This design comes from an exercise in tuning for small area, a short achievable clock period and few clock cycles per item on the open sky130 flow, not from production work.
Only simulation tests tie the RTL to the original design; equivalence was not proved.
Power is estimated from default activity; no workload was simulated.

**flow/flow/run.sh**
```bash
#!/bin/bash
# Layout flow: the standard ORFS flow (standard.sh) with two changes:
#  1. synthesis: the same script, except that Yosys's "synth -run fine:" step
#     gets -noabc, so the quick ABC pass there does not re-encode the adder
#     trees before extract_fa (it leaves fewer inverters around the fa/ha
#     cells); flops, hierarchy flattening and renaming are as in synth_recipe.tcl.
#  2. port buffers are sky130_fd_sc_hd__buf_2 instead of the delay cell that
#     buffer_ports picks by default.
# Each tool's output goes to the ORFS logs under orfs/logs; make's own output
# goes to flow_make.log here.
set -euo pipefail
here=$(pwd)
sed 's|^proc synth {args} { yosys synth -nofsm -noshare {\*}\$args }|proc synth {args} { if {[lsearch -exact $args fine:] >= 0} { lappend args -noabc }; yosys synth -nofsm -noshare {*}$args }|' synth_recipe.tcl > flow_synth.tcl
grep -q -- '-noabc' flow_synth.tcl
sed -e "s|SYNTH_SCRIPT=[^ ]*|SYNTH_SCRIPT=$here/flow_synth.tcl|" \
    -e 's|"\${@:-finish}"|BUFFER_PORTS_ARGS="-buffer_cell sky130_fd_sc_hd__buf_2" "${@:-finish}"|' standard.sh > flow_standard_mod.sh
grep -q flow_synth.tcl flow_standard_mod.sh
bash flow_standard_mod.sh > flow_make.log 2>&1
```
**flow/standard.sh**
```bash
#!/bin/bash
# synth_recipe.tcl (not shown) runs the flow's synth.tcl, then flattens the netlist and writes it again
# the make line also repeats each setting of config.mk as NAME=value (left out here)
make -C /OpenROAD-flow-scripts/flow DESIGN_CONFIG=/design/flow/config.mk WORK_HOME=/design/flow/orfs CLKGATE_MAP_FILE= SYNTH_SCRIPT=/design/flow/synth_recipe.tcl "${@:-finish}"
```
**flow/config.mk**
```make
export PLATFORM = sky130hd
export DESIGN_NAME = booth_radix2_multiplier_core
export DESIGN_NICKNAME = booth_radix2_multiplier_core
export VERILOG_FILES = /design/flow/design.v
export SDC_FILE = /design/flow/constraint.sdc
export NUM_CORES = 4
export LEC_CHECK = 0
export ABC_CLOCK_PERIOD_IN_PS = 2900
export CAP_MARGIN = 20
export CORE_MARGIN = 2
export CORE_UTILIZATION = 40
export CTS_BUF_LIST = sky130_fd_sc_hd__clkbuf_8
export PLACE_DENSITY = 0.6
export SETUP_SLACK_MARGIN = 4.3
export SLEW_MARGIN = 20
export TNS_END_PERCENT = 30
```
**flow/constraint.sdc**
```tcl
create_clock -name core_clock -period 7.2 [get_ports {clock}]
set_input_delay 1.4400 -clock core_clock [delete_from_list [all_inputs] [get_ports {clock}]]
set_output_delay 1.4400 -clock core_clock [all_outputs]
set_load 0.01 [all_outputs]
```
**flow/design.v**
```verilog
`default_nettype none
package brm_pkg;
   localparam int IN_W      = 16;
   localparam int PRODUCT_W = 32;
   localparam int MAG_W     = 31;
   localparam int CFG_W     = 5;
   localparam logic [CFG_W-1:0] CFG_RESET = 5'd16;
   localparam logic [CFG_W-1:0] MIN_WIDTH = 5'd2;
   localparam int ROUNDS_PER_STAGE = 2;
endpackage
`default_nettype wire
`default_nettype none
module booth_radix2_multiplier_core #(
   parameter int MAX_WIDTH = 16
) (
   input  logic                      clock,
   input  logic                      reset,
   input  logic                          req_valid,
   output logic                          req_ready,
   input  logic [brm_pkg::IN_W-1:0]      req_multiplicand_bits,
   input  logic [brm_pkg::IN_W-1:0]      req_multiplier_bits,
   output logic                          rsp_valid,
   input  logic                          rsp_ready,
   output logic [brm_pkg::PRODUCT_W-1:0] rsp_product_bits,
   output logic                          rsp_negative,
   output logic [brm_pkg::MAG_W-1:0]     rsp_magnitude,
   input  logic                      csr_write_enable,
   input  logic [brm_pkg::CFG_W-1:0] csr_write_data
);
   logic [15:0] wm, wtop;
   logic [31:0] pmask;
   logic [3:0] nm1_ff;
   always_ff @(posedge clock) begin
      if (reset) begin
         nm1_ff <= 4'd15;
      end else if (csr_write_enable) begin
         nm1_ff <= (csr_write_data < 5'd2) ? 4'd1 : (csr_write_data > 5'd16) ? 4'd15 : 4'(csr_write_data - 5'd1);
      end
   end
   always_comb begin
      for (int i = 0; i < 16; i++) begin
         wm[i] = (4'(i) <= nm1_ff);
      end
   end
   assign wtop = wm & ~(wm >> 1);
   always_comb begin
      for (int i = 0; i < 16; i++) begin
         pmask[2*i]   = wm[i];
         pmask[2*i+1] = wm[i];
      end
   end
   logic        en;
   logic        req_sa, req_sb;
   logic [15:0] ax;
   logic [7:0] one;
   logic [7:0] two;
   logic [7:0] neg;
   logic ng;
   logic [15:0] ax_c;
   logic [15:0] bx_c;
   logic [7:0] one_c;
   logic [7:0] two_c;
   logic [7:0] neg_c;
   logic ng_c;
   logic sx_c;
   logic bl_c;
   assign req_sa = |(req_multiplicand_bits & wtop);
   assign req_sb = |(req_multiplier_bits & wtop);
   assign req_ready = en;
   logic        op_v;
   logic [15:0] ax_q;
   logic [7:0] one_q;
   logic [7:0] two_q;
   logic [7:0] neg_q;
   logic ng_q;
   always_ff @(posedge clock) begin
      if (reset) begin
         op_v <= 1'b0;
      end else if (en) begin
         op_v <= req_valid;
      end
   end
   always_ff @(posedge clock) begin
      if (en) begin
         ax_q <= ax_c;
         one_q <= one_c;
         two_q <= two_c;
         neg_q <= neg_c;
         ng_q <= ng_c;
      end
   end
   assign ax = ax_q;
   assign one = one_q;
   assign two = two_q;
   assign neg = neg_q;
   assign ng = ng_q;
   always_comb begin
      for (int j = 0; j < 16; j++) begin
         ax_c[j] = wm[j] ? req_multiplicand_bits[j] : req_sa;
         bx_c[j] = wm[j] ? req_multiplier_bits[j] : req_sb;
      end
      sx_c = req_sa ^ req_sb;
      ng_c = sx_c & (|(req_multiplicand_bits & wm)) & (|(req_multiplier_bits & wm));
      for (int i = 0; i < 8; i++) begin
         bl_c = (i == 0) ? 1'b0 : bx_c[2*i-1];
         one_c[i] = bx_c[2*i] ^ bl_c;
         two_c[i] = (bx_c[2*i+1] & ~bx_c[2*i] & ~bl_c) | (~bx_c[2*i+1] & bx_c[2*i] & bl_c);
         neg_c[i] = bx_c[2*i+1] ^ sx_c;
      end
   end
   wire pp1 = (one[0] & ax[0]) ^ neg[0];
   wire pp2 = ((one[0] & ax[1]) | (two[0] & ax[0])) ^ neg[0];
   wire pp3 = ((one[0] & ax[2]) | (two[0] & ax[1])) ^ neg[0];
   wire pp4 = ((one[0] & ax[3]) | (two[0] & ax[2])) ^ neg[0];
   wire pp5 = ((one[0] & ax[4]) | (two[0] & ax[3])) ^ neg[0];
   wire pp6 = ((one[0] & ax[5]) | (two[0] & ax[4])) ^ neg[0];
   wire pp7 = ((one[0] & ax[6]) | (two[0] & ax[5])) ^ neg[0];
   wire pp8 = ((one[0] & ax[7]) | (two[0] & ax[6])) ^ neg[0];
   wire pp9 = ((one[0] & ax[8]) | (two[0] & ax[7])) ^ neg[0];
   wire pp10 = ((one[0] & ax[9]) | (two[0] & ax[8])) ^ neg[0];
   wire pp11 = ((one[0] & ax[10]) | (two[0] & ax[9])) ^ neg[0];
   wire pp12 = ((one[0] & ax[11]) | (two[0] & ax[10])) ^ neg[0];
   wire pp13 = ((one[0] & ax[12]) | (two[0] & ax[11])) ^ neg[0];
   wire pp14 = ((one[0] & ax[13]) | (two[0] & ax[12])) ^ neg[0];
   wire pp15 = ((one[0] & ax[14]) | (two[0] & ax[13])) ^ neg[0];
   wire pp16 = ((one[0] & ax[15]) | (two[0] & ax[14])) ^ neg[0];
   wire pp17 = ((one[0] & ax[15]) | (two[0] & ax[15])) ^ neg[0];
   wire ns18 = ~pp17;
   wire u19 = one[0] & ax[0];
   wire un20 = u19 | neg[0];
   wire nu21 = ~u19;
   wire nun22 = ~un20;
   wire pp23 = (one[1] & ax[0]) ^ neg[1];
   wire pp24 = ((one[1] & ax[1]) | (two[1] & ax[0])) ^ neg[1];
   wire pp25 = ((one[1] & ax[2]) | (two[1] & ax[1])) ^ neg[1];
   wire pp26 = ((one[1] & ax[3]) | (two[1] & ax[2])) ^ neg[1];
   wire pp27 = ((one[1] & ax[4]) | (two[1] & ax[3])) ^ neg[1];
   wire pp28 = ((one[1] & ax[5]) | (two[1] & ax[4])) ^ neg[1];
   wire pp29 = ((one[1] & ax[6]) | (two[1] & ax[5])) ^ neg[1];
   wire pp30 = ((one[1] & ax[7]) | (two[1] & ax[6])) ^ neg[1];
   wire pp31 = ((one[1] & ax[8]) | (two[1] & ax[7])) ^ neg[1];
   wire pp32 = ((one[1] & ax[9]) | (two[1] & ax[8])) ^ neg[1];
   wire pp33 = ((one[1] & ax[10]) | (two[1] & ax[9])) ^ neg[1];
   wire pp34 = ((one[1] & ax[11]) | (two[1] & ax[10])) ^ neg[1];
   wire pp35 = ((one[1] & ax[12]) | (two[1] & ax[11])) ^ neg[1];
   wire pp36 = ((one[1] & ax[13]) | (two[1] & ax[12])) ^ neg[1];
   wire pp37 = ((one[1] & ax[14]) | (two[1] & ax[13])) ^ neg[1];
   wire pp38 = ((one[1] & ax[15]) | (two[1] & ax[14])) ^ neg[1];
   wire pp39 = ((one[1] & ax[15]) | (two[1] & ax[15])) ^ neg[1];
   wire ns40 = ~pp39;
   wire u41 = one[1] & ax[0];
   wire un42 = u41 | neg[1];
   wire nu43 = ~u41;
   wire nun44 = ~un42;
   wire pp45 = (one[2] & ax[0]) ^ neg[2];
   wire pp46 = ((one[2] & ax[1]) | (two[2] & ax[0])) ^ neg[2];
   wire pp47 = ((one[2] & ax[2]) | (two[2] & ax[1])) ^ neg[2];
   wire pp48 = ((one[2] & ax[3]) | (two[2] & ax[2])) ^ neg[2];
   wire pp49 = ((one[2] & ax[4]) | (two[2] & ax[3])) ^ neg[2];
   wire pp50 = ((one[2] & ax[5]) | (two[2] & ax[4])) ^ neg[2];
   wire pp51 = ((one[2] & ax[6]) | (two[2] & ax[5])) ^ neg[2];
   wire pp52 = ((one[2] & ax[7]) | (two[2] & ax[6])) ^ neg[2];
   wire pp53 = ((one[2] & ax[8]) | (two[2] & ax[7])) ^ neg[2];
   wire pp54 = ((one[2] & ax[9]) | (two[2] & ax[8])) ^ neg[2];
   wire pp55 = ((one[2] & ax[10]) | (two[2] & ax[9])) ^ neg[2];
   wire pp56 = ((one[2] & ax[11]) | (two[2] & ax[10])) ^ neg[2];
   wire pp57 = ((one[2] & ax[12]) | (two[2] & ax[11])) ^ neg[2];
   wire pp58 = ((one[2] & ax[13]) | (two[2] & ax[12])) ^ neg[2];
   wire pp59 = ((one[2] & ax[14]) | (two[2] & ax[13])) ^ neg[2];
   wire pp60 = ((one[2] & ax[15]) | (two[2] & ax[14])) ^ neg[2];
   wire pp61 = ((one[2] & ax[15]) | (two[2] & ax[15])) ^ neg[2];
   wire ns62 = ~pp61;
   wire u63 = one[2] & ax[0];
   wire un64 = u63 | neg[2];
   wire nu65 = ~u63;
   wire nun66 = ~un64;
   wire pp67 = (one[3] & ax[0]) ^ neg[3];
   wire pp68 = ((one[3] & ax[1]) | (two[3] & ax[0])) ^ neg[3];
   wire pp69 = ((one[3] & ax[2]) | (two[3] & ax[1])) ^ neg[3];
   wire pp70 = ((one[3] & ax[3]) | (two[3] & ax[2])) ^ neg[3];
   wire pp71 = ((one[3] & ax[4]) | (two[3] & ax[3])) ^ neg[3];
   wire pp72 = ((one[3] & ax[5]) | (two[3] & ax[4])) ^ neg[3];
   wire pp73 = ((one[3] & ax[6]) | (two[3] & ax[5])) ^ neg[3];
   wire pp74 = ((one[3] & ax[7]) | (two[3] & ax[6])) ^ neg[3];
   wire pp75 = ((one[3] & ax[8]) | (two[3] & ax[7])) ^ neg[3];
   wire pp76 = ((one[3] & ax[9]) | (two[3] & ax[8])) ^ neg[3];
   wire pp77 = ((one[3] & ax[10]) | (two[3] & ax[9])) ^ neg[3];
   wire pp78 = ((one[3] & ax[11]) | (two[3] & ax[10])) ^ neg[3];
   wire pp79 = ((one[3] & ax[12]) | (two[3] & ax[11])) ^ neg[3];
   wire pp80 = ((one[3] & ax[13]) | (two[3] & ax[12])) ^ neg[3];
   wire pp81 = ((one[3] & ax[14]) | (two[3] & ax[13])) ^ neg[3];
   wire pp82 = ((one[3] & ax[15]) | (two[3] & ax[14])) ^ neg[3];
   wire pp83 = ((one[3] & ax[15]) | (two[3] & ax[15])) ^ neg[3];
   wire ns84 = ~pp83;
   wire u85 = one[3] & ax[0];
   wire un86 = u85 | neg[3];
   wire nu87 = ~u85;
   wire nun88 = ~un86;
   wire pp89 = (one[4] & ax[0]) ^ neg[4];
   wire pp90 = ((one[4] & ax[1]) | (two[4] & ax[0])) ^ neg[4];
   wire pp91 = ((one[4] & ax[2]) | (two[4] & ax[1])) ^ neg[4];
   wire pp92 = ((one[4] & ax[3]) | (two[4] & ax[2])) ^ neg[4];
   wire pp93 = ((one[4] & ax[4]) | (two[4] & ax[3])) ^ neg[4];
   wire pp94 = ((one[4] & ax[5]) | (two[4] & ax[4])) ^ neg[4];
   wire pp95 = ((one[4] & ax[6]) | (two[4] & ax[5])) ^ neg[4];
   wire pp96 = ((one[4] & ax[7]) | (two[4] & ax[6])) ^ neg[4];
   wire pp97 = ((one[4] & ax[8]) | (two[4] & ax[7])) ^ neg[4];
   wire pp98 = ((one[4] & ax[9]) | (two[4] & ax[8])) ^ neg[4];
   wire pp99 = ((one[4] & ax[10]) | (two[4] & ax[9])) ^ neg[4];
   wire pp100 = ((one[4] & ax[11]) | (two[4] & ax[10])) ^ neg[4];
   wire pp101 = ((one[4] & ax[12]) | (two[4] & ax[11])) ^ neg[4];
   wire pp102 = ((one[4] & ax[13]) | (two[4] & ax[12])) ^ neg[4];
   wire pp103 = ((one[4] & ax[14]) | (two[4] & ax[13])) ^ neg[4];
   wire pp104 = ((one[4] & ax[15]) | (two[4] & ax[14])) ^ neg[4];
   wire pp105 = ((one[4] & ax[15]) | (two[4] & ax[15])) ^ neg[4];
   wire ns106 = ~pp105;
   wire u107 = one[4] & ax[0];
   wire un108 = u107 | neg[4];
   wire nu109 = ~u107;
   wire nun110 = ~un108;
   wire pp111 = (one[5] & ax[0]) ^ neg[5];
   wire pp112 = ((one[5] & ax[1]) | (two[5] & ax[0])) ^ neg[5];
   wire pp113 = ((one[5] & ax[2]) | (two[5] & ax[1])) ^ neg[5];
   wire pp114 = ((one[5] & ax[3]) | (two[5] & ax[2])) ^ neg[5];
   wire pp115 = ((one[5] & ax[4]) | (two[5] & ax[3])) ^ neg[5];
   wire pp116 = ((one[5] & ax[5]) | (two[5] & ax[4])) ^ neg[5];
   wire pp117 = ((one[5] & ax[6]) | (two[5] & ax[5])) ^ neg[5];
   wire pp118 = ((one[5] & ax[7]) | (two[5] & ax[6])) ^ neg[5];
   wire pp119 = ((one[5] & ax[8]) | (two[5] & ax[7])) ^ neg[5];
   wire pp120 = ((one[5] & ax[9]) | (two[5] & ax[8])) ^ neg[5];
   wire pp121 = ((one[5] & ax[10]) | (two[5] & ax[9])) ^ neg[5];
   wire pp122 = ((one[5] & ax[11]) | (two[5] & ax[10])) ^ neg[5];
   wire pp123 = ((one[5] & ax[12]) | (two[5] & ax[11])) ^ neg[5];
   wire pp124 = ((one[5] & ax[13]) | (two[5] & ax[12])) ^ neg[5];
   wire pp125 = ((one[5] & ax[14]) | (two[5] & ax[13])) ^ neg[5];
   wire pp126 = ((one[5] & ax[15]) | (two[5] & ax[14])) ^ neg[5];
   wire pp127 = ((one[5] & ax[15]) | (two[5] & ax[15])) ^ neg[5];
   wire ns128 = ~pp127;
   wire u129 = one[5] & ax[0];
   wire un130 = u129 | neg[5];
   wire nu131 = ~u129;
   wire nun132 = ~un130;
   wire pp133 = (one[6] & ax[0]) ^ neg[6];
   wire pp134 = ((one[6] & ax[1]) | (two[6] & ax[0])) ^ neg[6];
   wire pp135 = ((one[6] & ax[2]) | (two[6] & ax[1])) ^ neg[6];
   wire pp136 = ((one[6] & ax[3]) | (two[6] & ax[2])) ^ neg[6];
   wire pp137 = ((one[6] & ax[4]) | (two[6] & ax[3])) ^ neg[6];
   wire pp138 = ((one[6] & ax[5]) | (two[6] & ax[4])) ^ neg[6];
   wire pp139 = ((one[6] & ax[6]) | (two[6] & ax[5])) ^ neg[6];
   wire pp140 = ((one[6] & ax[7]) | (two[6] & ax[6])) ^ neg[6];
   wire pp141 = ((one[6] & ax[8]) | (two[6] & ax[7])) ^ neg[6];
   wire pp142 = ((one[6] & ax[9]) | (two[6] & ax[8])) ^ neg[6];
   wire pp143 = ((one[6] & ax[10]) | (two[6] & ax[9])) ^ neg[6];
   wire pp144 = ((one[6] & ax[11]) | (two[6] & ax[10])) ^ neg[6];
   wire pp145 = ((one[6] & ax[12]) | (two[6] & ax[11])) ^ neg[6];
   wire pp146 = ((one[6] & ax[13]) | (two[6] & ax[12])) ^ neg[6];
   wire pp147 = ((one[6] & ax[14]) | (two[6] & ax[13])) ^ neg[6];
   wire pp148 = ((one[6] & ax[15]) | (two[6] & ax[14])) ^ neg[6];
   wire pp149 = ((one[6] & ax[15]) | (two[6] & ax[15])) ^ neg[6];
   wire ns150 = ~pp149;
   wire u151 = one[6] & ax[0];
   wire un152 = u151 | neg[6];
   wire nu153 = ~u151;
   wire nun154 = ~un152;
   wire pp155 = (one[7] & ax[0]) ^ neg[7];
   wire pp156 = ((one[7] & ax[1]) | (two[7] & ax[0])) ^ neg[7];
   wire pp157 = ((one[7] & ax[2]) | (two[7] & ax[1])) ^ neg[7];
   wire pp158 = ((one[7] & ax[3]) | (two[7] & ax[2])) ^ neg[7];
   wire pp159 = ((one[7] & ax[4]) | (two[7] & ax[3])) ^ neg[7];
   wire pp160 = ((one[7] & ax[5]) | (two[7] & ax[4])) ^ neg[7];
   wire pp161 = ((one[7] & ax[6]) | (two[7] & ax[5])) ^ neg[7];
   wire pp162 = ((one[7] & ax[7]) | (two[7] & ax[6])) ^ neg[7];
   wire pp163 = ((one[7] & ax[8]) | (two[7] & ax[7])) ^ neg[7];
   wire pp164 = ((one[7] & ax[9]) | (two[7] & ax[8])) ^ neg[7];
   wire pp165 = ((one[7] & ax[10]) | (two[7] & ax[9])) ^ neg[7];
   wire pp166 = ((one[7] & ax[11]) | (two[7] & ax[10])) ^ neg[7];
   wire pp167 = ((one[7] & ax[12]) | (two[7] & ax[11])) ^ neg[7];
   wire pp168 = ((one[7] & ax[13]) | (two[7] & ax[12])) ^ neg[7];
   wire pp169 = ((one[7] & ax[14]) | (two[7] & ax[13])) ^ neg[7];
   wire pp170 = ((one[7] & ax[15]) | (two[7] & ax[14])) ^ neg[7];
   wire pp171 = ((one[7] & ax[15]) | (two[7] & ax[15])) ^ neg[7];
   wire ns172 = ~pp171;
   wire u173 = one[7] & ax[0];
   wire un174 = u173 | neg[7];
   wire nu175 = ~u173;
   wire nun176 = ~un174;
   wire s177 = pp11 ^ pp31;
   wire c178 = pp11 & pp31;
   wire s179 = pp12 ^ pp32 ^ pp52;
   wire c180 = (pp12 & pp32) | (pp52 & (pp12 ^ pp32));
   wire s181 = pp13 ^ pp33 ^ pp53;
   wire c182 = (pp13 & pp33) | (pp53 & (pp13 ^ pp33));
   wire s183 = pp73 ^ pp93;
   wire c184 = pp73 & pp93;
   wire s185 = pp14 ^ pp34 ^ pp54;
   wire c186 = (pp14 & pp34) | (pp54 & (pp14 ^ pp34));
   wire s187 = pp74 ^ pp94 ^ pp114;
   wire c188 = (pp74 & pp94) | (pp114 & (pp74 ^ pp94));
   wire s189 = pp15 ^ pp35 ^ pp55;
   wire c190 = (pp15 & pp35) | (pp55 & (pp15 ^ pp35));
   wire s191 = pp75 ^ pp95 ^ pp115;
   wire c192 = (pp75 & pp95) | (pp115 & (pp75 ^ pp95));
   wire s193 = pp135 ^ un152;
   wire c194 = pp135 & un152;
   wire s195 = pp16 ^ pp36 ^ pp56;
   wire c196 = (pp16 & pp36) | (pp56 & (pp16 ^ pp36));
   wire s197 = pp76 ^ pp96 ^ pp116;
   wire c198 = (pp76 & pp96) | (pp116 & (pp76 ^ pp96));
   wire s199 = pp136 ^ pp156 ^ nun176;
   wire c200 = (pp136 & pp156) | (nun176 & (pp136 ^ pp156));
   wire s201 = ns18 ^ pp37 ^ pp57;
   wire c202 = (ns18 & pp37) | (pp57 & (ns18 ^ pp37));
   wire s203 = pp77 ^ pp97 ^ pp117;
   wire c204 = (pp77 & pp97) | (pp117 & (pp77 ^ pp97));
   wire s205 = pp137 ^ pp157 ^ un174;
   wire c206 = (pp137 & pp157) | (un174 & (pp137 ^ pp157));
   wire s207 = 1'b1 ^ pp38 ^ pp58;
   wire c208 = (1'b1 & pp38) | (pp58 & (1'b1 ^ pp38));
   wire s209 = pp78 ^ pp98 ^ pp118;
   wire c210 = (pp78 & pp98) | (pp118 & (pp78 ^ pp98));
   wire s211 = pp138 ^ pp158;
   wire c212 = pp138 & pp158;
   wire s213 = ns40 ^ pp59 ^ pp79;
   wire c214 = (ns40 & pp59) | (pp79 & (ns40 ^ pp59));
   wire s215 = pp99 ^ pp119 ^ pp139;
   wire c216 = (pp99 & pp119) | (pp139 & (pp99 ^ pp119));
   wire s217 = 1'b1 ^ pp60 ^ pp80;
   wire c218 = (1'b1 & pp60) | (pp80 & (1'b1 ^ pp60));
   wire s219 = pp100 ^ pp120;
   wire c220 = pp100 & pp120;
   wire s221 = ns62 ^ pp81 ^ pp101;
   wire c222 = (ns62 & pp81) | (pp101 & (ns62 ^ pp81));
   wire s223 = 1'b1 ^ pp82;
   wire c224 = 1'b1 & pp82;
   wire s225 = pp7 ^ pp27;
   wire c226 = pp7 & pp27;
   wire s227 = pp8 ^ pp28 ^ pp48;
   wire c228 = (pp8 & pp28) | (pp48 & (pp8 ^ pp28));
   wire s229 = pp9 ^ pp29 ^ pp49;
   wire c230 = (pp9 & pp29) | (pp49 & (pp9 ^ pp29));
   wire s231 = pp69 ^ un86;
   wire c232 = pp69 & un86;
   wire s233 = pp10 ^ pp30 ^ pp50;
   wire c234 = (pp10 & pp30) | (pp50 & (pp10 ^ pp30));
   wire s235 = pp70 ^ pp90 ^ nun110;
   wire c236 = (pp70 & pp90) | (nun110 & (pp70 ^ pp90));
   wire s237 = pp51 ^ pp71 ^ pp91;
   wire c238 = (pp51 & pp71) | (pp91 & (pp51 ^ pp71));
   wire s239 = un108 ^ nu131 ^ s177;
   wire c240 = (un108 & nu131) | (s177 & (un108 ^ nu131));
   wire s241 = pp72 ^ pp92 ^ pp112;
   wire c242 = (pp72 & pp92) | (pp112 & (pp72 ^ pp92));
   wire s243 = nun132 ^ c178 ^ s179;
   wire c244 = (nun132 & c178) | (s179 & (nun132 ^ c178));
   wire s245 = pp113 ^ un130 ^ nu153;
   wire c246 = (pp113 & un130) | (nu153 & (pp113 ^ un130));
   wire s247 = s183 ^ c180 ^ s181;
   wire c248 = (s183 & c180) | (s181 & (s183 ^ c180));
   wire s249 = pp134 ^ nun154 ^ c184;
   wire c250 = (pp134 & nun154) | (c184 & (pp134 ^ nun154));
   wire s251 = c182 ^ s185 ^ s187;
   wire c252 = (c182 & s185) | (s187 & (c182 ^ s185));
   wire s253 = nu175 ^ s193 ^ c186;
   wire c254 = (nu175 & s193) | (c186 & (nu175 ^ s193));
   wire s255 = c188 ^ s189 ^ s191;
   wire c256 = (c188 & s189) | (s191 & (c188 ^ s189));
   wire s257 = c194 ^ c190 ^ c192;
   wire c258 = (c194 & c190) | (c192 & (c194 ^ c190));
   wire s259 = s195 ^ s197 ^ s199;
   wire c260 = (s195 & s197) | (s199 & (s195 ^ s197));
   wire s261 = c196 ^ c198 ^ c200;
   wire c262 = (c196 & c198) | (c200 & (c196 ^ c198));
   wire s263 = s201 ^ s203 ^ s205;
   wire c264 = (s201 & s203) | (s205 & (s201 ^ s203));
   wire s265 = s211 ^ c202 ^ c204;
   wire c266 = (s211 & c202) | (c204 & (s211 ^ c202));
   wire s267 = c206 ^ s207 ^ s209;
   wire c268 = (c206 & s207) | (s209 & (c206 ^ s207));
   wire s269 = pp159 ^ c212 ^ c208;
   wire c270 = (pp159 & c212) | (c208 & (pp159 ^ c212));
   wire s271 = c210 ^ s213 ^ s215;
   wire c272 = (c210 & s213) | (s215 & (c210 ^ s213));
   wire s273 = pp140 ^ pp160 ^ s219;
   wire c274 = (pp140 & pp160) | (s219 & (pp140 ^ pp160));
   wire s275 = c214 ^ c216 ^ s217;
   wire c276 = (c214 & c216) | (s217 & (c214 ^ c216));
   wire s277 = pp121 ^ pp141 ^ pp161;
   wire c278 = (pp121 & pp141) | (pp161 & (pp121 ^ pp141));
   wire s279 = c220 ^ c218 ^ s221;
   wire c280 = (c220 & c218) | (s221 & (c220 ^ c218));
   wire s281 = pp102 ^ pp122 ^ pp142;
   wire c282 = (pp102 & pp122) | (pp142 & (pp102 ^ pp122));
   wire s283 = pp162 ^ s223 ^ c222;
   wire c284 = (pp162 & s223) | (c222 & (pp162 ^ s223));
   wire s285 = ns84 ^ pp103 ^ pp123;
   wire c286 = (ns84 & pp103) | (pp123 & (ns84 ^ pp103));
   wire s287 = pp143 ^ pp163 ^ c224;
   wire c288 = (pp143 & pp163) | (c224 & (pp143 ^ pp163));
   wire s289 = 1'b1 ^ pp104 ^ pp124;
   wire c290 = (1'b1 & pp104) | (pp124 & (1'b1 ^ pp104));
   wire s291 = pp144 ^ pp164;
   wire c292 = pp144 & pp164;
   wire s293 = ns106 ^ pp125 ^ pp145;
   wire c294 = (ns106 & pp125) | (pp145 & (ns106 ^ pp125));
   wire s295 = 1'b1 ^ pp126;
   wire c296 = 1'b1 & pp126;
   wire s297 = pp5 ^ pp25;
   wire c298 = pp5 & pp25;
   wire s299 = pp6 ^ pp26 ^ pp46;
   wire c300 = (pp6 & pp26) | (pp46 & (pp6 ^ pp26));
   wire s301 = pp47 ^ un64 ^ nu87;
   wire c302 = (pp47 & un64) | (nu87 & (pp47 ^ un64));
   wire s303 = pp68 ^ nun88 ^ c226;
   wire c304 = (pp68 & nun88) | (c226 & (pp68 ^ nun88));
   wire s305 = nu109 ^ s231 ^ c228;
   wire c306 = (nu109 & s231) | (c228 & (nu109 ^ s231));
   wire s307 = c232 ^ c230 ^ s233;
   wire c308 = (c232 & c230) | (s233 & (c232 ^ c230));
   wire s309 = c234 ^ c236 ^ s237;
   wire c310 = (c234 & c236) | (s237 & (c234 ^ c236));
   wire s311 = c238 ^ s241 ^ c240;
   wire c312 = (c238 & s241) | (c240 & (c238 ^ s241));
   wire s313 = c242 ^ s245 ^ c244;
   wire c314 = (c242 & s245) | (c244 & (c242 ^ s245));
   wire s315 = c246 ^ s249 ^ c248;
   wire c316 = (c246 & s249) | (c248 & (c246 ^ s249));
   wire s317 = c250 ^ s253 ^ c252;
   wire c318 = (c250 & s253) | (c252 & (c250 ^ s253));
   wire s319 = c254 ^ s257 ^ c256;
   wire c320 = (c254 & s257) | (c256 & (c254 ^ s257));
   wire s321 = c258 ^ s261 ^ c260;
   wire c322 = (c258 & s261) | (c260 & (c258 ^ s261));
   wire s323 = c262 ^ s265 ^ c264;
   wire c324 = (c262 & s265) | (c264 & (c262 ^ s265));
   wire s325 = c266 ^ s269 ^ c268;
   wire c326 = (c266 & s269) | (c268 & (c266 ^ s269));
   wire s327 = s273 ^ c270 ^ c272;
   wire c328 = (s273 & c270) | (c272 & (s273 ^ c270));
   wire s329 = s277 ^ c274 ^ c276;
   wire c330 = (s277 & c274) | (c276 & (s277 ^ c274));
   wire s331 = c278 ^ s281 ^ s283;
   wire c332 = (c278 & s281) | (s283 & (c278 ^ s281));
   wire s333 = c282 ^ s285 ^ s287;
   wire c334 = (c282 & s285) | (s287 & (c282 ^ s285));
   wire s335 = s291 ^ c286 ^ s289;
   wire c336 = (s291 & c286) | (s289 & (s291 ^ c286));
   wire s337 = pp165 ^ c292 ^ c290;
   wire c338 = (pp165 & c292) | (c290 & (pp165 ^ c292));
   wire s339 = pp146 ^ pp166 ^ s295;
   wire c340 = (pp146 & pp166) | (s295 & (pp146 ^ pp166));
   wire s341 = ns128 ^ pp147 ^ pp167;
   wire c342 = (ns128 & pp147) | (pp167 & (ns128 ^ pp147));
   wire s343 = 1'b1 ^ pp148;
   wire c344 = 1'b1 & pp148;
   wire s345 = pp3 ^ un20;
   wire c346 = pp3 & un20;
   wire s347 = pp4 ^ pp24 ^ nun44;
   wire c348 = (pp4 & pp24) | (nun44 & (pp4 ^ pp24));
   wire s349 = un42 ^ nu65 ^ s297;
   wire c350 = (un42 & nu65) | (s297 & (un42 ^ nu65));
   wire s351 = nun66 ^ c298 ^ s299;
   wire c352 = (nun66 & c298) | (s299 & (nun66 ^ c298));
   wire s353 = s225 ^ c300 ^ s301;
   wire c354 = (s225 & c300) | (s301 & (s225 ^ c300));
   wire s355 = c302 ^ s227 ^ s303;
   wire c356 = (c302 & s227) | (s303 & (c302 ^ s227));
   wire s357 = s229 ^ c304 ^ s305;
   wire c358 = (s229 & c304) | (s305 & (s229 ^ c304));
   wire s359 = s235 ^ c306 ^ s307;
   wire c360 = (s235 & c306) | (s307 & (s235 ^ c306));
   wire s361 = s239 ^ c308 ^ s309;
   wire c362 = (s239 & c308) | (s309 & (s239 ^ c308));
   wire s363 = c310 ^ s243 ^ s311;
   wire c364 = (c310 & s243) | (s311 & (c310 ^ s243));
   wire s365 = s247 ^ c312 ^ s313;
   wire c366 = (s247 & c312) | (s313 & (s247 ^ c312));
   wire s367 = s251 ^ c314 ^ s315;
   wire c368 = (s251 & c314) | (s315 & (s251 ^ c314));
   wire s369 = s255 ^ c316 ^ s317;
   wire c370 = (s255 & c316) | (s317 & (s255 ^ c316));
   wire s371 = s259 ^ c318 ^ s319;
   wire c372 = (s259 & c318) | (s319 & (s259 ^ c318));
   wire s373 = s263 ^ c320 ^ s321;
   wire c374 = (s263 & c320) | (s321 & (s263 ^ c320));
   wire s375 = s267 ^ c322 ^ s323;
   wire c376 = (s267 & c322) | (s323 & (s267 ^ c322));
   wire s377 = s271 ^ c324 ^ s325;
   wire c378 = (s271 & c324) | (s325 & (s271 ^ c324));
   wire s379 = s275 ^ c326 ^ s327;
   wire c380 = (s275 & c326) | (s327 & (s275 ^ c326));
   wire s381 = s279 ^ c328 ^ s329;
   wire c382 = (s279 & c328) | (s329 & (s279 ^ c328));
   wire s383 = c280 ^ c330 ^ s331;
   wire c384 = (c280 & c330) | (s331 & (c280 ^ c330));
   wire s385 = c284 ^ s333 ^ c332;
   wire c386 = (c284 & s333) | (c332 & (c284 ^ s333));
   wire s387 = c288 ^ s335 ^ c334;
   wire c388 = (c288 & s335) | (c334 & (c288 ^ s335));
   wire s389 = s293 ^ s337 ^ c336;
   wire c390 = (s293 & s337) | (c336 & (s293 ^ s337));
   wire s391 = c294 ^ s339 ^ c338;
   wire c392 = (c294 & s339) | (c338 & (c294 ^ s339));
   wire s393 = c296 ^ s341 ^ c340;
   wire c394 = (c296 & s341) | (c340 & (c296 ^ s341));
   wire s395 = pp168 ^ s343 ^ c342;
   wire c396 = (pp168 & s343) | (c342 & (pp168 ^ s343));
   wire s397 = ns150 ^ pp169 ^ c344;
   wire c398 = (ns150 & pp169) | (c344 & (ns150 ^ pp169));
   wire s399 = 1'b1 ^ pp170;
   wire c400 = 1'b1 & pp170;
   wire p401 = mid_1 ^ mid_2;
   wire g402 = mid_1 & mid_2;
   wire p403 = mid_3 ^ mid_4;
   wire g404 = mid_3 & mid_4;
   wire p405 = mid_5 ^ mid_6;
   wire g406 = mid_5 & mid_6;
   wire p407 = mid_7 ^ mid_8;
   wire g408 = mid_7 & mid_8;
   wire p409 = mid_9 ^ mid_10;
   wire g410 = mid_9 & mid_10;
   wire p411 = mid_11 ^ mid_12;
   wire g412 = mid_11 & mid_12;
   wire p413 = mid_13 ^ mid_14;
   wire g414 = mid_13 & mid_14;
   wire p415 = mid_15 ^ mid_16;
   wire g416 = mid_15 & mid_16;
   wire p417 = mid_17 ^ mid_18;
   wire g418 = mid_17 & mid_18;
   wire p419 = mid_19 ^ mid_20;
   wire g420 = mid_19 & mid_20;
   wire p421 = mid_21 ^ mid_22;
   wire g422 = mid_21 & mid_22;
   wire p423 = mid_23 ^ mid_24;
   wire g424 = mid_23 & mid_24;
   wire p425 = mid_25 ^ mid_26;
   wire g426 = mid_25 & mid_26;
   wire p427 = mid_27 ^ mid_28;
   wire g428 = mid_27 & mid_28;
   wire p429 = mid_29 ^ mid_30;
   wire g430 = mid_29 & mid_30;
   wire p431 = mid_31 ^ mid_32;
   wire g432 = mid_31 & mid_32;
   wire p433 = mid_33 ^ mid_34;
   wire g434 = mid_33 & mid_34;
   wire p435 = mid_35 ^ mid_36;
   wire g436 = mid_35 & mid_36;
   wire p437 = mid_37 ^ mid_38;
   wire g438 = mid_37 & mid_38;
   wire p439 = mid_39 ^ mid_40;
   wire g440 = mid_39 & mid_40;
   wire p441 = mid_41 ^ mid_42;
   wire g442 = mid_41 & mid_42;
   wire p443 = mid_43 ^ mid_44;
   wire g444 = mid_43 & mid_44;
   wire p445 = mid_45 ^ mid_46;
   wire g446 = mid_45 & mid_46;
   wire p447 = mid_47 ^ mid_48;
   wire g448 = mid_47 & mid_48;
   wire p449 = mid_49 ^ mid_50;
   wire g450 = mid_49 & mid_50;
   wire p451 = mid_51 ^ mid_52;
   wire g452 = mid_51 & mid_52;
   wire p453 = mid_53 ^ mid_54;
   wire g454 = mid_53 & mid_54;
   wire p455 = mid_55 ^ mid_56;
   wire g456 = mid_55 & mid_56;
   wire p457 = mid_57 ^ mid_58;
   wire g458 = mid_57 & mid_58;
   wire p459 = mid_59 ^ mid_60;
   wire g460 = mid_59 & mid_60;
   wire T461 = p401 & mid_0;
   wire G462 = g406 | (p405 & g404);
   wire T463 = p405 & p403;
   wire G464 = g410 | (p409 & g408);
   wire T465 = p409 & p407;
   wire G466 = g414 | (p413 & g412);
   wire T467 = p413 & p411;
   wire G468 = g418 | (p417 & g416);
   wire T469 = p417 & p415;
   wire G470 = g422 | (p421 & g420);
   wire T471 = p421 & p419;
   wire G472 = g426 | (p425 & g424);
   wire T473 = p425 & p423;
   wire G474 = g430 | (p429 & g428);
   wire T475 = p429 & p427;
   wire G476 = g434 | (p433 & g432);
   wire T477 = p433 & p431;
   wire G478 = g438 | (p437 & g436);
   wire T479 = p437 & p435;
   wire G480 = g442 | (p441 & g440);
   wire T481 = p441 & p439;
   wire G482 = g446 | (p445 & g444);
   wire T483 = p445 & p443;
   wire G484 = g450 | (p449 & g448);
   wire T485 = p449 & p447;
   wire G486 = g454 | (p453 & g452);
   wire T487 = p453 & p451;
   wire G488 = g458 | (p457 & g456);
   wire T489 = p457 & p455;
   wire G490 = 1'b1 & g460;
   wire T491 = 1'b1 & p459;
   wire G492 = g404 | (p403 & g402);
   wire T493 = p403 & T461;
   wire G494 = G462 | (T463 & g402);
   wire T495 = T463 & T461;
   wire G496 = g412 | (p411 & G464);
   wire T497 = p411 & T465;
   wire G498 = G466 | (T467 & G464);
   wire T499 = T467 & T465;
   wire G500 = g420 | (p419 & G468);
   wire T501 = p419 & T469;
   wire G502 = G470 | (T471 & G468);
   wire T503 = T471 & T469;
   wire G504 = g428 | (p427 & G472);
   wire T505 = p427 & T473;
   wire G506 = G474 | (T475 & G472);
   wire T507 = T475 & T473;
   wire G508 = g436 | (p435 & G476);
   wire T509 = p435 & T477;
   wire G510 = G478 | (T479 & G476);
   wire T511 = T479 & T477;
   wire G512 = g444 | (p443 & G480);
   wire T513 = p443 & T481;
   wire G514 = G482 | (T483 & G480);
   wire T515 = T483 & T481;
   wire G516 = g452 | (p451 & G484);
   wire T517 = p451 & T485;
   wire G518 = G486 | (T487 & G484);
   wire T519 = T487 & T485;
   wire G520 = g460 | (p459 & G488);
   wire T521 = p459 & T489;
   wire G522 = G490 | (T491 & G488);
   wire T523 = T491 & T489;
   wire G524 = g408 | (p407 & G494);
   wire T525 = p407 & T495;
   wire G526 = G464 | (T465 & G494);
   wire T527 = T465 & T495;
   wire G528 = G496 | (T497 & G494);
   wire T529 = T497 & T495;
   wire G530 = G498 | (T499 & G494);
   wire T531 = T499 & T495;
   wire G532 = g424 | (p423 & G502);
   wire T533 = p423 & T503;
   wire G534 = G472 | (T473 & G502);
   wire T535 = T473 & T503;
   wire G536 = G504 | (T505 & G502);
   wire T537 = T505 & T503;
   wire G538 = G506 | (T507 & G502);
   wire T539 = T507 & T503;
   wire G540 = g440 | (p439 & G510);
   wire T541 = p439 & T511;
   wire G542 = G480 | (T481 & G510);
   wire T543 = T481 & T511;
   wire G544 = G512 | (T513 & G510);
   wire T545 = T513 & T511;
   wire G546 = G514 | (T515 & G510);
   wire T547 = T515 & T511;
   wire G548 = g456 | (p455 & G518);
   wire T549 = p455 & T519;
   wire G550 = G488 | (T489 & G518);
   wire T551 = T489 & T519;
   wire G552 = G520 | (T521 & G518);
   wire T553 = T521 & T519;
   wire G554 = G522 | (T523 & G518);
   wire T555 = T523 & T519;
   wire G556 = g416 | (p415 & G530);
   wire T557 = p415 & T531;
   wire G558 = G468 | (T469 & G530);
   wire T559 = T469 & T531;
   wire G560 = G500 | (T501 & G530);
   wire T561 = T501 & T531;
   wire G562 = G502 | (T503 & G530);
   wire T563 = T503 & T531;
   wire G564 = G532 | (T533 & G530);
   wire T565 = T533 & T531;
   wire G566 = G534 | (T535 & G530);
   wire T567 = T535 & T531;
   wire G568 = G536 | (T537 & G530);
   wire T569 = T537 & T531;
   wire G570 = G538 | (T539 & G530);
   wire T571 = T539 & T531;
   wire G572 = g448 | (p447 & G546);
   wire T573 = p447 & T547;
   wire G574 = G484 | (T485 & G546);
   wire T575 = T485 & T547;
   wire G576 = G516 | (T517 & G546);
   wire T577 = T517 & T547;
   wire G578 = G518 | (T519 & G546);
   wire T579 = T519 & T547;
   wire G580 = G548 | (T549 & G546);
   wire T581 = T549 & T547;
   wire G582 = G550 | (T551 & G546);
   wire T583 = T551 & T547;
   wire G584 = G552 | (T553 & G546);
   wire T585 = T553 & T547;
   wire G586 = G554 | (T555 & G546);
   wire T587 = T555 & T547;
   wire G588 = g432 | (p431 & G570);
   wire T589 = p431 & T571;
   wire G590 = G476 | (T477 & G570);
   wire T591 = T477 & T571;
   wire G592 = G508 | (T509 & G570);
   wire T593 = T509 & T571;
   wire G594 = G510 | (T511 & G570);
   wire T595 = T511 & T571;
   wire G596 = G540 | (T541 & G570);
   wire T597 = T541 & T571;
   wire G598 = G542 | (T543 & G570);
   wire T599 = T543 & T571;
   wire G600 = G544 | (T545 & G570);
   wire T601 = T545 & T571;
   wire G602 = G546 | (T547 & G570);
   wire T603 = T547 & T571;
   wire G604 = G572 | (T573 & G570);
   wire T605 = T573 & T571;
   wire G606 = G574 | (T575 & G570);
   wire T607 = T575 & T571;
   wire G608 = G576 | (T577 & G570);
   wire T609 = T577 & T571;
   wire G610 = G578 | (T579 & G570);
   wire T611 = T579 & T571;
   wire G612 = G580 | (T581 & G570);
   wire T613 = T581 & T571;
   wire G614 = G582 | (T583 & G570);
   wire T615 = T583 & T571;
   wire G616 = G584 | (T585 & G570);
   wire T617 = T585 & T571;
   wire G618 = G586 | (T587 & G570);
   wire T619 = T587 & T571;
   logic mid_v;
   logic mid_0;
   logic mid_1;
   logic mid_2;
   logic mid_3;
   logic mid_4;
   logic mid_5;
   logic mid_6;
   logic mid_7;
   logic mid_8;
   logic mid_9;
   logic mid_10;
   logic mid_11;
   logic mid_12;
   logic mid_13;
   logic mid_14;
   logic mid_15;
   logic mid_16;
   logic mid_17;
   logic mid_18;
   logic mid_19;
   logic mid_20;
   logic mid_21;
   logic mid_22;
   logic mid_23;
   logic mid_24;
   logic mid_25;
   logic mid_26;
   logic mid_27;
   logic mid_28;
   logic mid_29;
   logic mid_30;
   logic mid_31;
   logic mid_32;
   logic mid_33;
   logic mid_34;
   logic mid_35;
   logic mid_36;
   logic mid_37;
   logic mid_38;
   logic mid_39;
   logic mid_40;
   logic mid_41;
   logic mid_42;
   logic mid_43;
   logic mid_44;
   logic mid_45;
   logic mid_46;
   logic mid_47;
   logic mid_48;
   logic mid_49;
   logic mid_50;
   logic mid_51;
   logic mid_52;
   logic mid_53;
   logic mid_54;
   logic mid_55;
   logic mid_56;
   logic mid_57;
   logic mid_58;
   logic mid_59;
   logic mid_60;
   logic mid_61;
   always_ff @(posedge clock) begin
      if (reset) begin
         mid_v <= 1'b0;
      end else if (en) begin
         mid_v <= op_v;
      end
   end
   always_ff @(posedge clock) begin
      if (en) begin
         mid_0 <= nu21;
         mid_1 <= pp2;
         mid_2 <= nun22;
         mid_3 <= s345;
         mid_4 <= nu43;
         mid_5 <= s347;
         mid_6 <= c346;
         mid_7 <= s349;
         mid_8 <= c348;
         mid_9 <= s351;
         mid_10 <= c350;
         mid_11 <= s353;
         mid_12 <= c352;
         mid_13 <= s355;
         mid_14 <= c354;
         mid_15 <= s357;
         mid_16 <= c356;
         mid_17 <= s359;
         mid_18 <= c358;
         mid_19 <= s361;
         mid_20 <= c360;
         mid_21 <= s363;
         mid_22 <= c362;
         mid_23 <= s365;
         mid_24 <= c364;
         mid_25 <= s367;
         mid_26 <= c366;
         mid_27 <= s369;
         mid_28 <= c368;
         mid_29 <= s371;
         mid_30 <= c370;
         mid_31 <= s373;
         mid_32 <= c372;
         mid_33 <= s375;
         mid_34 <= c374;
         mid_35 <= s377;
         mid_36 <= c376;
         mid_37 <= s379;
         mid_38 <= c378;
         mid_39 <= s381;
         mid_40 <= c380;
         mid_41 <= s383;
         mid_42 <= c382;
         mid_43 <= s385;
         mid_44 <= c384;
         mid_45 <= s387;
         mid_46 <= c386;
         mid_47 <= s389;
         mid_48 <= c388;
         mid_49 <= s391;
         mid_50 <= c390;
         mid_51 <= s393;
         mid_52 <= c392;
         mid_53 <= s395;
         mid_54 <= c394;
         mid_55 <= s397;
         mid_56 <= c396;
         mid_57 <= s399;
         mid_58 <= c398;
         mid_59 <= ns172;
         mid_60 <= c400;
         mid_61 <= ng;
      end
   end
   logic [31:0] prod_w;
   logic [30:0] mag_w;
   assign prod_w = {(mid_61 ? ~(1'b1 ^ G616) : (1'b1 ^ (G616 | T617))), (mid_61 ? ~(p459 ^ G614) : (p459 ^ (G614 | T615))), (mid_61 ? ~(p457 ^ G612) : (p457 ^ (G612 | T613))), (mid_61 ? ~(p455 ^ G610) : (p455 ^ (G610 | T611))), (mid_61 ? ~(p453 ^ G608) : (p453 ^ (G608 | T609))), (mid_61 ? ~(p451 ^ G606) : (p451 ^ (G606 | T607))), (mid_61 ? ~(p449 ^ G604) : (p449 ^ (G604 | T605))), (mid_61 ? ~(p447 ^ G602) : (p447 ^ (G602 | T603))), (mid_61 ? ~(p445 ^ G600) : (p445 ^ (G600 | T601))), (mid_61 ? ~(p443 ^ G598) : (p443 ^ (G598 | T599))), (mid_61 ? ~(p441 ^ G596) : (p441 ^ (G596 | T597))), (mid_61 ? ~(p439 ^ G594) : (p439 ^ (G594 | T595))), (mid_61 ? ~(p437 ^ G592) : (p437 ^ (G592 | T593))), (mid_61 ? ~(p435 ^ G590) : (p435 ^ (G590 | T591))), (mid_61 ? ~(p433 ^ G588) : (p433 ^ (G588 | T589))), (mid_61 ? ~(p431 ^ G570) : (p431 ^ (G570 | T571))), (mid_61 ? ~(p429 ^ G568) : (p429 ^ (G568 | T569))), (mid_61 ? ~(p427 ^ G566) : (p427 ^ (G566 | T567))), (mid_61 ? ~(p425 ^ G564) : (p425 ^ (G564 | T565))), (mid_61 ? ~(p423 ^ G562) : (p423 ^ (G562 | T563))), (mid_61 ? ~(p421 ^ G560) : (p421 ^ (G560 | T561))), (mid_61 ? ~(p419 ^ G558) : (p419 ^ (G558 | T559))), (mid_61 ? ~(p417 ^ G556) : (p417 ^ (G556 | T557))), (mid_61 ? ~(p415 ^ G530) : (p415 ^ (G530 | T531))), (mid_61 ? ~(p413 ^ G528) : (p413 ^ (G528 | T529))), (mid_61 ? ~(p411 ^ G526) : (p411 ^ (G526 | T527))), (mid_61 ? ~(p409 ^ G524) : (p409 ^ (G524 | T525))), (mid_61 ? ~(p407 ^ G494) : (p407 ^ (G494 | T495))), (mid_61 ? ~(p405 ^ G492) : (p405 ^ (G492 | T493))), (mid_61 ? ~(p403 ^ g402) : (p403 ^ (g402 | T461))), (mid_61 ? ~(p401 ^ 1'b0) : (p401 ^ (1'b0 | mid_0))), (mid_61 ? ~mid_0 : ~mid_0)} & pmask;
   assign mag_w  = {(p459 ^ (G614 | T615)), (p457 ^ (G612 | T613)), (p455 ^ (G610 | T611)), (p453 ^ (G608 | T609)), (p451 ^ (G606 | T607)), (p449 ^ (G604 | T605)), (p447 ^ (G602 | T603)), (p445 ^ (G600 | T601)), (p443 ^ (G598 | T599)), (p441 ^ (G596 | T597)), (p439 ^ (G594 | T595)), (p437 ^ (G592 | T593)), (p435 ^ (G590 | T591)), (p433 ^ (G588 | T589)), (p431 ^ (G570 | T571)), (p429 ^ (G568 | T569)), (p427 ^ (G566 | T567)), (p425 ^ (G564 | T565)), (p423 ^ (G562 | T563)), (p421 ^ (G560 | T561)), (p419 ^ (G558 | T559)), (p417 ^ (G556 | T557)), (p415 ^ (G530 | T531)), (p413 ^ (G528 | T529)), (p411 ^ (G526 | T527)), (p409 ^ (G524 | T525)), (p407 ^ (G494 | T495)), (p405 ^ (G492 | T493)), (p403 ^ (g402 | T461)), (p401 ^ (1'b0 | mid_0)), ~mid_0};
   logic        out_v;
   logic [31:0] prod_ff;
   logic [29:1] mag_ff;
   logic        neg_ff;
   assign en = rsp_ready;
   always_ff @(posedge clock) begin
      if (reset) begin
         out_v <= 1'b0;
      end else if (en) begin
         out_v <= mid_v;
      end
   end
   always_ff @(posedge clock) begin
      if (en) begin
         prod_ff <= prod_w;
         mag_ff  <= mag_w[29:1];
         neg_ff  <= mid_61;
      end
   end
   assign rsp_valid        = out_v;
   assign rsp_product_bits = prod_ff;
   assign rsp_magnitude    = {prod_ff[30] & ~neg_ff, mag_ff, prod_ff[0]};
   assign rsp_negative     = neg_ff;
endmodule
`default_nettype wire
```
==> results.txt, run 1 <==
outcome=finished clean; fin nets=1620; unrepaired setup endpoints after global routing=true; first-pass GRT wire length=58500 um; Die H=189 um; uppermost layer routed=met4; clock transition at the registers of the reported paths=0.10 ns; Filler Cells Inserted=~3.0k; area leader, netlist=edfxtp_1; total grt overflow=0; worst slack, placed=approximately 3.5 ns; met1 wire length=16700 um; placed cell count=1712; Tot Pwr=8.45 mW; Power Dens Cells=499 nW/um2; initial antenna violation count=0; hold path depth=0; metal2 WL=17200 um; sequential share of power=25.0%; Boundary Pins=between 100 and 150; Critical Path AT=3.44 ns; minimum clock period=3.19 ns; CTS Hold Bufs=0; Sw Ratio=a little over two fifths; dpl hpwl=25200 um; Synth area leaders=edfxtp_1 36%, fa_1 15%, xnor2_1 9.6%, a22oi_1 6.7%, ha_1 4.1%; Worst Hold Class=reg2reg; post-synthesis sequential area ratio=37.3%; DRT iter0 DRCs=829; vias in the first global route=10.3k; Slew headroom=around a third; TritonCTS Sinks=approximately 170; combinational share of power=66.7%; P&R area growth vs syn=23.9%; Post-Layout Cell Count=around 1.9k; area of the mapped netlist=13700 um2; R2R Path End=mid_27; Num CTS Buffers=17; Yosys top cell area share=36.3%; Mean Syn Cell Area=10.9 um2; final setup vio count=0; Leak=6.64 nW; FF-to-FF setup slack=4.01 ns; Post-Route WL=37600 um; critical-path maximum fanout=5; Clock Power Share=8.3%; Row Count=67; Distinct cells, synth=78; Crit Reg-Reg Startpoint=one_q[0]; HP Start=ng_q; WS Path Type=reg2reg; Final ANT Viol Nets=0; CTS Buffer Depth=2; Crit. End Element=flop; DR DRC count=0; multi-input logic area=8440 um2; Top FF cell, synth=edfxtp_1; CTS tree=done; Die W=between 150 and 200 um; routed len/inst=19.9 um; layout cells sized above 1=31.2%; R2R depth=7; Core Util, Final=50.4%; Worst Tran Pin Value=0.981 ns; largest net degree at the start of global routing=~80; Max-Cap Viols=0; synthesized instance count=approximately 1.3k; clk latency of the worst-skew pair=around 0.50 ns; Final Wtd Congestion=0.869; die area=35600 um2; Pre-antenna DRT Iters=5; final hold vios=0; FF+latch area=between 5000 and 6000 um2; Core Box Area=about 34000 um2; Initial Util=40.6%; fmax=around 310 MHz; Via density=5.48; Final period util=44.2%; setup_tns=0 ns; Post-Route Skew=0.0124 ns; final worst setup slack=4.01 ns; Async SR Flop Fraction=0%; via count=10.4k; hold path endpoint=mid_61; Total GRT Usage=21.3%; startpoint types=flop; number of flops mapped to enable cells by yosys=165; Final Slew Violations=0; CTS root buf=clkbuf_8; WP data required=about 7.5 ns; post-synthesis net count=1444; flops & latches, synth=172; P_sw=3.59 mW; Synth warnings=1; antenna fix cells=0; # H-tree levels=4; Pint=4.86 mW; Port Buffers=~110; Max VDD drop=0.178 mV; wire length on met3=2890 um
## timing repair
item,4_1_cts,5_1_grt
resized for setup,46,37
buffers inserted,129,19
pin swaps,34,17
endpoints found under the setup margin,76,76
cloned,1,1
## synth_stat cells, types with 10 or more instances
| master | n |
|---|---|
| a21o_1 | 17 |
| a21oi_1 | 60 |
| a22oi_1 | 122 |
| and2_1 | 10 |
| buf_1 | 11 |
| buf_2 | 12 |
| clkbuf_1 | 83 |
| edfxtp_1 | 165 |
| fa_1 | 100 |
| ha_1 | 45 |
| inv_1 | 69 |
| mux2i_1 | 24 |
| nand2_1 | 52 |
| nand3_1 | 11 |
| nor2_1 | 83 |
| nor3_1 | 12 |
| o21ai_0 | 35 |
| xnor2_1 | 150 |
| xor2_1 | 45 |
## metrics by stage
| stage | hold WS (ns) | cell area [um2] |
|---|---|---|
| finish | 0.432 | 16900 |
| detailed placement | 0.411 | 14700 |
| CTS | 0.435 | 16600 |
| global route | 0.439 | 16900 |
| global placement | 0.411 | 14700 |
| floorplan | 0.400 | 14300 |
## layout by cell type, fill, tap and decap left out, types with 7 or more instances in the layout
| cell | instances |
|---|---|
| a31oi_1 | 8 |
| fa_2 | 35 |
| nor2_1 | 82 |
| and2_1 | 10 |
| ha_1 | 38 |
| clkbuf_8 | 17 |
| o21ai_1 | 8 |
| nor3_1 | 12 |
| mux2i_1 | 22 |
| a22oi_2 | 39 |
| buf_12 | 29 |
| nand3_1 | 10 |
| or2_2 | 7 |
| buf_2 | 105 |
| buf_4 | 122 |
| and3_1 | 7 |
| a21o_1 | 17 |
| xnor2_1 | 138 |
| a211o_1 | 7 |
| fa_1 | 65 |
| o21ai_0 | 27 |
| edfxtp_1 | 165 |
| inv_1 | 65 |
| nand2_1 | 50 |
| xnor2_2 | 13 |
| a22oi_1 | 83 |
| dfxtp_1 | 7 |
| a21oi_1 | 55 |
| buf_6 | 8 |
| xor2_1 | 45 |
| nor2b_1 | 7 |
## sequential cells by signal, summed over array words and instances, names as in the netlist, 4 cells and up
register	cells
ax_q	16
mag_ff	29
neg_q	8
nm1_ff	4
one_q	8
prod_ff	32
two_q	8
## layer usage
layer,vias to the layer above,global-route usage (%)
li1,4813,-
met1,5089,29.6
met2,410,33.1
met3,67,4.67
met4,0,6.79
met5,-,0
## worst max-delay path by stage
stage / start / endpoint / slack [ns] / cells after the start
finish: one_q[0] / mid_27 / 4.01 / 7
floorplan: req_multiplier_bits[9] / two_q[6] / 4.11 / 9
global route: mid_5 / prod_ff[17] / 3.95 / 11
detailed placement: mid_17 / prod_ff[17] / 3.50 / 11
global placement: mid_9 / prod_ff[17] / 3.53 / 11
CTS: one_q[0] / mid_31 / 4.07 / 7
## cell families after synthesis
| group | synth area share [%] |
|---|---|
| buffers and inverters | 5.17 |
| multiplexers | 2.44 |
| flip-flops | 37.3 |
| AND/OR/NAND/NOR | 7.96 |
| XOR/XNOR | 12.6 |
| AO/OA/AOI/OAI | 15.7 |
| adder cells (fa/ha/maj) | 18.8 |
## area by class of cell
class,instances,share of cell area [%]
flip-flops and latches,172,30.1
multi-input cells,905,49.9
clock buffers,17,1.38
clock inverters,14,0.953
repair buffers,266,12.8
inverters,71,1.57
well taps,448,3.31
## critical path, cell delays in order (launching register included)
cell      delay (ns)
edfxtp_1        0.56
buf_6           0.19
a22oi_2         0.18
xnor2_2         0.14
fa_2            0.50
fa_2            0.37
fa_1            0.55
fa_2            0.43
## power by group through the flow
| stage | sequential [mW] | combinational [mW] | clock (mW) |
|---|---|---|---|
| final | 2.11 | 5.64 | 0.703 |
| after global routing | 2.15 | 6.34 | 0.761 |
| after CTS | 2.11 | 5.53 | 0.721 |
| after detailed placement | 2.30 | 4.98 | 0 |
| after global placement | 2.29 | 4.85 | 0 |
| after floorplan | 2.19 | 3.77 | 0 |
Testbench counts, summed over its fixed seeds: cycles 8,024, items 8,000.
==> inputs of run 2 (changes only) <==
--- a/flow/config.mk
+++ b/flow/config.mk
@@ -6,5 +6,5 @@
 export NUM_CORES = 4
 export LEC_CHECK = 0
-export ABC_CLOCK_PERIOD_IN_PS = 2900
+export ABC_CLOCK_PERIOD_IN_PS = 3000
 export CAP_MARGIN = 20
 export CORE_MARGIN = 2
@@ -12,5 +12,5 @@
 export CTS_BUF_LIST = sky130_fd_sc_hd__clkbuf_8
 export PLACE_DENSITY = 0.6
-export SETUP_SLACK_MARGIN = 4.3
+export SETUP_SLACK_MARGIN = 4.2
 export SLEW_MARGIN = 20
 export TNS_END_PERCENT = 30
==> results.txt, run 2 <==
Power Dens Cells=506 nW/um2; synthesized instance count=roughly 1.3k; antenna fix cells=0; routed len/inst=19.6 um; startpoint types=flop; Final Slew Violations=0; Pint=about 4.9 mW; Port Buffers=107; area leader, netlist=edfxtp_1; Critical Path AT=roughly 3.4 ns; setup_tns=0 ns; Sw Ratio=42.4%; die area=35600 um2; DR DRC count=0; Core Util, Final=49.8%; post-synthesis sequential area ratio=roughly 37%; Boundary Pins=approximately 110; slowest cell delay on critical path=0.55 ns; dpl hpwl=approximately 25000 um; Async SR Flop Fraction=0%; max reg flops=32; clk latency of the worst-skew pair=0.49 ns; minimum clock period=3.17 ns; CTS root buf=clkbuf_8; Synth area leaders=edfxtp_1 36%, fa_1 15%, xnor2_1 9.6%, a22oi_1 6.7%, ha_1 4.1%; WS Path Type=reg2reg; critical path, cell by cell=buf_12 > a22oi_2 > xnor2_2 > fa_2 > fa_2 > fa_2 > fa_1; CP max stage cell=edfxtp_1; clock transition at the registers of the reported paths=approximately 0.10 ns; Clock Power Share=8.2%; Top FF cell, synth=edfxtp_1; P&R area growth vs syn=22.6%; Slew headroom=between 20% and 30%; Crit. End Element=flop; WP data required=7.44 ns; Max-Cap Viols=0; Mean Syn Cell Area=10.9 um2; CTS Buffer Depth=2; cell mode on critical path=fa_2; P_sw=roughly 3.6 mW; Initial Util=40.6%; Pre-antenna DRT Iters=6; commonest non-fill, non-tap cells in the layout=165 x edfxtp_1, 143 x xnor2_1, 122 x buf_4; Synth warnings=1; largest net degree at the start of global routing=80; Distinct cells, synth=78; post-synthesis net count=between 1k and 1.5k; combinational share of power=between 60 and 70%; Largest regs=prod_ff x32, mag_ff x29, ax_q x16; Row Count=67; Total GRT Usage=a little over a fifth; sequential share of power=between 20 and 30%; Num CTS Buffers=17; final worst setup slack=4.03 ns; Worst Tran Pin Value=approximately 1.1 ns; commonest non-fill, non-tap cell in the layout=edfxtp_1; Final Wtd Congestion=0.876; via count=10.4k; Yosys top cell area share=36.3%; initial antenna violation count=1; FF-to-FF setup slack=4.03 ns; first-pass GRT wire length=58000 um; CTS tree=done; area of the mapped netlist=approximately 14000 um2; most common cell in the netlist=edfxtp_1; total grt overflow=0; vias in the first global route=10.2k; Final ANT Viol Nets=0; Die W=roughly 190 um; Die H=~190 um; number of flops mapped to enable cells by yosys=165; # H-tree levels=4; Core Box Area=33600 um2; Largest Register=prod_ff; critical-path maximum fanout=4; worst slack, placed=between 3 and 4 ns; layout cells sized above 1=a little over 30%; most frequent cells after synthesis=165 x edfxtp_1, 150 x xnor2_1, 122 x a22oi_1; flops & latches, synth=172; Post-Route WL=37000 um; fmax=316 MHz; Post-Route Skew=0.0170 ns; TritonCTS Sinks=172; final setup vio count=0; fin nets=1613; Via density=5.53; Leak=6.54 nW; Max VDD drop=0.204 mV; final hold vios=0; DRT iter0 DRCs=852; outcome=finished clean; Worst Hold Class=reg2reg; Final period util=between 40 and 50%; unrepaired setup endpoints after global routing=true
==> run 2: cell counts after synthesis <==
Identical to the previous run, type by type.
==> run 2: critical path: cells and delay by family (launching register included) <==
| family | cells | cell delay (ns) |
|---|---|---|
| fa+ha+maj | 4 | 1.82 |
| buf+inv | 1 | 0.20 |
| flops | 1 | 0.55 |
| xor+xnor | 1 | 0.15 |
| compound gates | 1 | 0.20 |
==> run 2: final cells by class <==
| class | count | area, um2 |
|---|---|---|
| clock buffers | 17 | 234 |
| clock inverters | 15 | 160 |
| fillers | 2911 | 16900 |
| inverters | 71 | 275 |
| multi-input cells | 904 | 8390 |
| flip-flops and latches | 172 | 5100 |
| well taps | 448 | 561 |
| repair buffers | 260 | 2030 |
==> run 2: logic make-up after synthesis <==
logic type	count (synthesis)	synth area share (%)
buffers and inverters	181	5.17
muxes	30	2.44
AOI/OAI and AO/OA	309	15.7
and+or+nand+nor	224	7.96
adders and majority gates	145	18.8
DFF	172	37.3
xor gates and xnor gates	196	12.6
==> run 2: timing repair <==
item                                    in CTS  in global routing
setup buffers                              128                 18
endpoints found under the setup margin      75                 71
hold buffers                                 0                  0
pin swaps                                   45                 25
endpoints found under the hold margin        0                  0
resized for setup                           71                 43
==> run 2: power by group through the flow <==
stage / clock network [mW] / logic [mW] / registers, mW
final: 0.697 / 5.65 / 2.12
after global routing: 0.758 / 6.31 / 2.16
after CTS: 0.720 / 5.48 / 2.11
after detailed placement: 0 / 4.91 / 2.30
after global placement: 0 / 4.79 / 2.29
after floorplan: 0 / 3.69 / 2.19
==> run 2: path summary, 6_finish.rpt <==
kind / cells past startpoint / start / end
worst min register to register: 0 / ng_q / mid_61
worst max register to register: 7 / ax_q[14] / mid_29
worst min-delay path: 0 / ng_q / mid_61
worst max-delay path: 7 / ax_q[14] / mid_29
==> run 2: layer usage <==
metal / share of wire (%) / wire, um / global-route usage [%] / vias up
met5: 0 / 0 / 0 / -
met1: 44 / 16500 / 29.6 / 5136
met4: 2.3 / 856 / 6.94 / 0
met2: 45 / 16700 / 31.9 / 448
li1: - / - / - / 4787
met3: 8.2 / 3020 / 4.71 / 55
==> run 2: through the flow <==
stage | hold WS (ns) | cell area [um2] | std cells | power (mW)
2_1_floorplan | 0.400 | 14000 | 1257 | 5.88
3_3_place_gp | 0.410 | 14500 | 1709 | 7.08
3_5_place_dp | 0.413 | 14500 | 1709 | 7.21
4_1_cts | 0.436 | 16400 | 1869 | 8.31
5_1_grt | 0.448 | 16800 | 1887 | 9.23
6_report | 0.435 | 16800 | 1887 | 8.47

afterwards: timing with drivers on the ports:
The results above use ideal ports. As a check the final layouts listed here were re-extracted and re-timed, cells and wires unchanged. Step 1 (the two cells are an assumption about what drives the block):
set clk [get_ports {clock}]
set_driving_cell -lib_cell sky130_fd_sc_hd__clkbuf_16 $clk
set_driving_cell -lib_cell sky130_fd_sc_hd__buf_2 [delete_from_list [all_inputs] $clk]
Step 2 times the ports against the registers' clock, not the clock port: input delays grow and output delays shrink by t, the midpoint of the rising clock arrivals with the driver on. Slacks: no drivers / after step 1 / after step 2; pairs: no drivers / after step 1.
run	shift t [ns]	slack for setup (ns)	latest minus earliest clock arrival (ns)
run 1	0.539	4.015 / 4.012 / 3.745	0.012 / 0.012
run 2	0.524	4.031 / 3.990 / 3.824	0.017 / 0.017
After both steps setup and hold are still met in every run listed. For run 1, which loses most, drivers alone change the setup slack by -0.003 ns; drivers and shift together by -0.270 ns.
